From an optimization exercise on the open Yosys and OpenROAD flow, aimed at small area, a short achievable clock period and few clock cycles per item; shortcuts taken in it are not production practice. At most, simulation tests tie the RTL to the original design; equivalence was not proved. Power figures rest on the tool's default switching activity, not on a simulated workload.

Setup of yarrow:
Design binary_neuron, start of the top module:
module binary_neuron (
    input  logic                    clk,
    input  logic                    reset,
    input  logic                    in_valid,
    output logic                    in_ready,
    input  logic [320:0]            in_req,
    output logic                    out_valid,
    input  logic                    out_ready,
    output logic [9:0]              out_sum
);
Size in the first run: ~1000 cells after synthesis, ~150 flip-flops, ~340 I/O pins, about 12000 um2 of cells after synthesis.
export LEC_CHECK = 0
export CAP_MARGIN = 20
export CORE_MARGIN = 2
export CORE_UTILIZATION = 40
export CTS_BUF_LIST = sky130_fd_sc_hd__clkbuf_8
export CTS_CLUSTER_DIAMETER = 150
export CTS_CLUSTER_SIZE = 40
export SLEW_MARGIN = 20
export SYNTH_HIERARCHICAL = 1
export SYNTH_MINIMUM_KEEP_SIZE = 0
create_clock -name core_clock -period 6.0 [get_ports {clk}]
standard.sh (not shown) runs the stock make flow with config.mk's settings and CLKGATE_MAP_FILE= SYNTH_SCRIPT=/design/flow/synth_recipe.tcl, a recipe that flattens the netlist after the stock synthesis.
==> flow/flow/run.sh <==
#!/bin/bash
# The standard layout (standard.sh: ORFS synthesis to final layout), with
# one change: the input and output ports are buffered with the smallest
# buffer, sky130_fd_sc_hd__buf_1, instead of the cell buffer_ports picks by
# default (clkdlybuf4s50_1).  Later repair steps may still resize them.
set -euo pipefail
export BUFFER_PORTS_ARGS="-buffer_cell sky130_fd_sc_hd__buf_1"
bash standard.sh > standard_flow.log 2>&1
yarrow finished end to end and its layout was clean on timing, DRC and antenna.
### yarrow -> juniper
diff --git a/flow/config.mk b/flow/config.mk
--- a/flow/config.mk
+++ b/flow/config.mk
@@ -10,5 +10,3 @@
 export CORE_UTILIZATION = 40
-export CTS_BUF_LIST = sky130_fd_sc_hd__clkbuf_8
-export CTS_CLUSTER_DIAMETER = 150
-export CTS_CLUSTER_SIZE = 40
+export SETUP_SLACK_MARGIN = 3.2
 export SLEW_MARGIN = 20
==> summary.txt <==
- From yarrow to juniper the numbers moved as follows: flip-flop and latch area comparable, internal reg-to-reg setup slack went down, final worst-path cycle share -0.54 points.
Input changes introduced in quartz (baseline for comparison: juniper):
diff --git a/flow/config.mk b/flow/config.mk
--- a/flow/config.mk
+++ b/flow/config.mk
@@ -10,3 +10,3 @@
 export CORE_UTILIZATION = 40
-export SETUP_SLACK_MARGIN = 3.2
+export CTS_BUF_LIST = sky130_fd_sc_hd__clkbuf_4 sky130_fd_sc_hd__clkbuf_8
 export SLEW_MARGIN = 20
==> comparison <==
- Diff juniper -> quartz: sequential cell area about even; total power decreased by 7.8% relative to the old numbers; final critical-path setup slack decreased by 0.032 ns relative to the old numbers.
> inputs changed (quartz -> nickel)
diff --git a/flow/config.mk b/flow/config.mk
--- a/flow/config.mk
+++ b/flow/config.mk
@@ -7,2 +7,3 @@
 export LEC_CHECK = 0
+export ABC_CLOCK_PERIOD_IN_PS = 1500
 export CAP_MARGIN = 20
@@ -10,3 +11,3 @@
 export CORE_UTILIZATION = 40
-export CTS_BUF_LIST = sky130_fd_sc_hd__clkbuf_4 sky130_fd_sc_hd__clkbuf_8
+export CTS_BUF_LIST = sky130_fd_sc_hd__clkbuf_8
 export SLEW_MARGIN = 20
### Flow results
- There was hardly any difference in sequential share of power between nickel and quartz.
- Diff quartz..nickel | fill cell instance count of the final layout | unchanged
- Register-to-register slack delta (quartz -> nickel): insignificant
- Comparing quartz against nickel, there is no change at all in worst setup margin.
- Re maximum clock path buffer count: no difference whatsoever between nickel and quartz.
- From quartz to nickel, core utilization did not move at all.
- As far as max-capacitance violation count goes, quartz and nickel are indistinguishable; the numbers are identical.
- nickel -> quartz: net count reported at finish delta 0, exact match
- nickel -> quartz: routed wire length delta 0, exact match
- On combinational fraction of design power, nickel tracks quartz almost exactly.
- Comparing quartz against nickel, there is no change at all in total non-filler cell area in the finished layout.
No functional check of the RTL was part of any run of this note.

* * *

raven:
binary_neuron, a different RTL version from the one above (not shown whole).
Size: about 1200 cells after synthesis.
Settings: LEC_CHECK=0, CAP_MARGIN=20, CORE_MARGIN=2, CORE_UTILIZATION=40, CTS_BUF_LIST=sky130_fd_sc_hd__clkbuf_8, SLEW_MARGIN=20, SYNTH_HIERARCHICAL=1, SYNTH_MINIMUM_KEEP_SIZE=0; clock period 6.0 ns.
==> flow/flow/run.sh <==
#!/bin/bash
# The standard layout (standard.sh: ORFS synthesis to final layout), with
# two changes:
#  - the input and output ports are buffered with the smallest buffer,
#    sky130_fd_sc_hd__buf_1, instead of the cell buffer_ports picks by default
#    (clkdlybuf4s50_1); later repair steps may still resize them;
#  - clock tree synthesis adds no dummy loads to the clock tree.
set -euo pipefail
export BUFFER_PORTS_ARGS="-buffer_cell sky130_fd_sc_hd__buf_1"
export CTS_ARGS="-sink_clustering_enable -repair_clock_nets -buf_list sky130_fd_sc_hd__clkbuf_16 -dont_use_dummy_load"
bash standard.sh > standard_flow.log 2>&1
raven: done, clean on timing, DRC and antenna
Testbench counts of raven, summed over its fixed seeds: cycles 3,232, items 3,200.
diff inputs: raven => willow
-- flow/flow/run.sh --
<<< raven, line 8
set -euo pipefail
export BUFFER_PORTS_ARGS="-buffer_cell sky130_fd_sc_hd__buf_1"
export CTS_ARGS="-sink_clustering_enable -repair_clock_nets -buf_list sky130_fd_sc_hd__clkbuf_16 -dont_use_dummy_load"
bash standard.sh > standard_flow.log 2>&1
>>> willow, line 8
set -euo pipefail
export BUFFER_PORTS_ARGS="-buffer_cell sky130_fd_sc_hd__buf_1"
export CTS_ARGS="-sink_clustering_enable -repair_clock_nets -buf_list sky130_fd_sc_hd__clkbuf_8 -dont_use_dummy_load -sink_clustering_size 18 -sink_clustering_max_diameter 90"
bash standard.sh > standard_flow.log 2>&1
## What came out
Status | raven and willow | clean. Going from raven to willow, worst hold slack +0.013 ns, combinational power now sits at about the same level. willow and raven ended up with roughly the same wire length. Post-synthesis cell area: raven vs willow identical. Comparing raven and willow, the lower number of global-route vias before repair is on willow. Cell count ends up lower on willow. The global routing usage on met3 on raven is in line with that on willow. For power drawn by the sequential cells, willow and raven come out practically identical.
## Diff of input files: garnet against willow
-- flow/flow/run.sh --
<<< willow, line 8
set -euo pipefail
export BUFFER_PORTS_ARGS="-buffer_cell sky130_fd_sc_hd__buf_1"
export CTS_ARGS="-sink_clustering_enable -repair_clock_nets -buf_list sky130_fd_sc_hd__clkbuf_8 -dont_use_dummy_load -sink_clustering_size 18 -sink_clustering_max_diameter 90"
bash standard.sh > standard_flow.log 2>&1
>>> garnet, line 8
set -euo pipefail
export BUFFER_PORTS_ARGS="-buffer_cell sky130_fd_sc_hd__buf_1"
export CTS_ARGS="-sink_clustering_enable -repair_clock_nets -buf_list sky130_fd_sc_hd__clkbuf_8 -dont_use_dummy_load -sink_buffer_max_cap_derate 0.3"
bash standard.sh > standard_flow.log 2>&1
==> comparison <==
Between garnet and willow, the number of non-clock inverters does not differ in any meaningful way.
Taking willow as the reference, in garnet maximum achievable frequency up 0.71%; total wirelength of the detailed-routed design up about 1%.
Final critical-path setup slack: garnet > willow
Total chip power (garnet over willow): increase, about 6%
Going from willow to garnet, the global-route wire length before repair was found to have gone up by 1.2%.
Between willow and garnet, the wire length per cell after detailed routing figures differ only marginally.
On combinational gate power, willow and garnet are basically level.
Count of multi-input combinational gates came out exactly the same in willow and garnet.
Compared with willow, garnet shows final area higher by 2.1%.
Input-level comparison between fjord and garnet:
-- flow/flow/run.sh --
<<< garnet, line 8
set -euo pipefail
export BUFFER_PORTS_ARGS="-buffer_cell sky130_fd_sc_hd__buf_1"
export CTS_ARGS="-sink_clustering_enable -repair_clock_nets -buf_list sky130_fd_sc_hd__clkbuf_8 -dont_use_dummy_load -sink_buffer_max_cap_derate 0.3"
bash standard.sh > standard_flow.log 2>&1
>>> fjord, line 8
set -euo pipefail
export BUFFER_PORTS_ARGS="-buffer_cell sky130_fd_sc_hd__buf_1"
export CTS_ARGS="-repair_clock_nets -buf_list sky130_fd_sc_hd__clkbuf_8 -dont_use_dummy_load"
bash standard.sh > standard_flow.log 2>&1
[summary]
- Wire length across garnet and fjord: no real change.
- garnet → fjord: combinational power share down 0.5 points; total number of vias now smaller.
- Sequential share of layout area in fjord vs garnet: down 0.16 points
- Going from garnet to fjord, cell area grows by 83 um2.

re-timing with driven ports:
The results above use ideal ports. As a check the final layouts listed here were re-extracted and re-timed, cells and wires unchanged. Step 1 sets driving cells, clkbuf_16 on the clock port and buf_2 on the other inputs (assumed; they add their load-dependent delay and slew). Step 2, shift: input delay + t, output delay - t, t = (earliest + latest rising clock arrival at the registers) / 2. This alone moves slack from input paths to output paths. Slacks: no drivers / after step 1 / after step 2; pairs: no drivers / after step 1.
run | t, ns | slack for setup (ns) | worst setup path after step 2 | latest minus earliest clock arrival (ns) | worst slew at a driven data input, ns
yarrow | 0.472 | 2.965 / 2.980 / 2.509 | input to register | 0.015 / 0.015 | 0.06
juniper | 0.443 | 2.997 / 3.001 / 2.558 | input to register | 0.013 / 0.014 | 0.08
quartz | 0.472 | 2.965 / 2.980 / 2.509 | input to register | 0.015 / 0.015 | 0.06
nickel | 0.472 | 2.965 / 2.980 / 2.509 | input to register | 0.015 / 0.015 | 0.06
raven | 0.563 | 3.513 / 3.513 / 3.110 | input to register | 0.044 / 0.044 | 0.07
willow | 0.564 | 3.516 / 3.516 / 3.114 | input to register | 0.042 / 0.042 | 0.07
garnet | 0.570 | 3.534 / 3.534 / 3.095 | input to register | 0.043 / 0.044 | 0.07
fjord | 0.607 | 3.485 / 3.485 / 3.092 | input to register | 0.047 / 0.047 | 0.07
After both steps setup and hold are still met in every run listed.
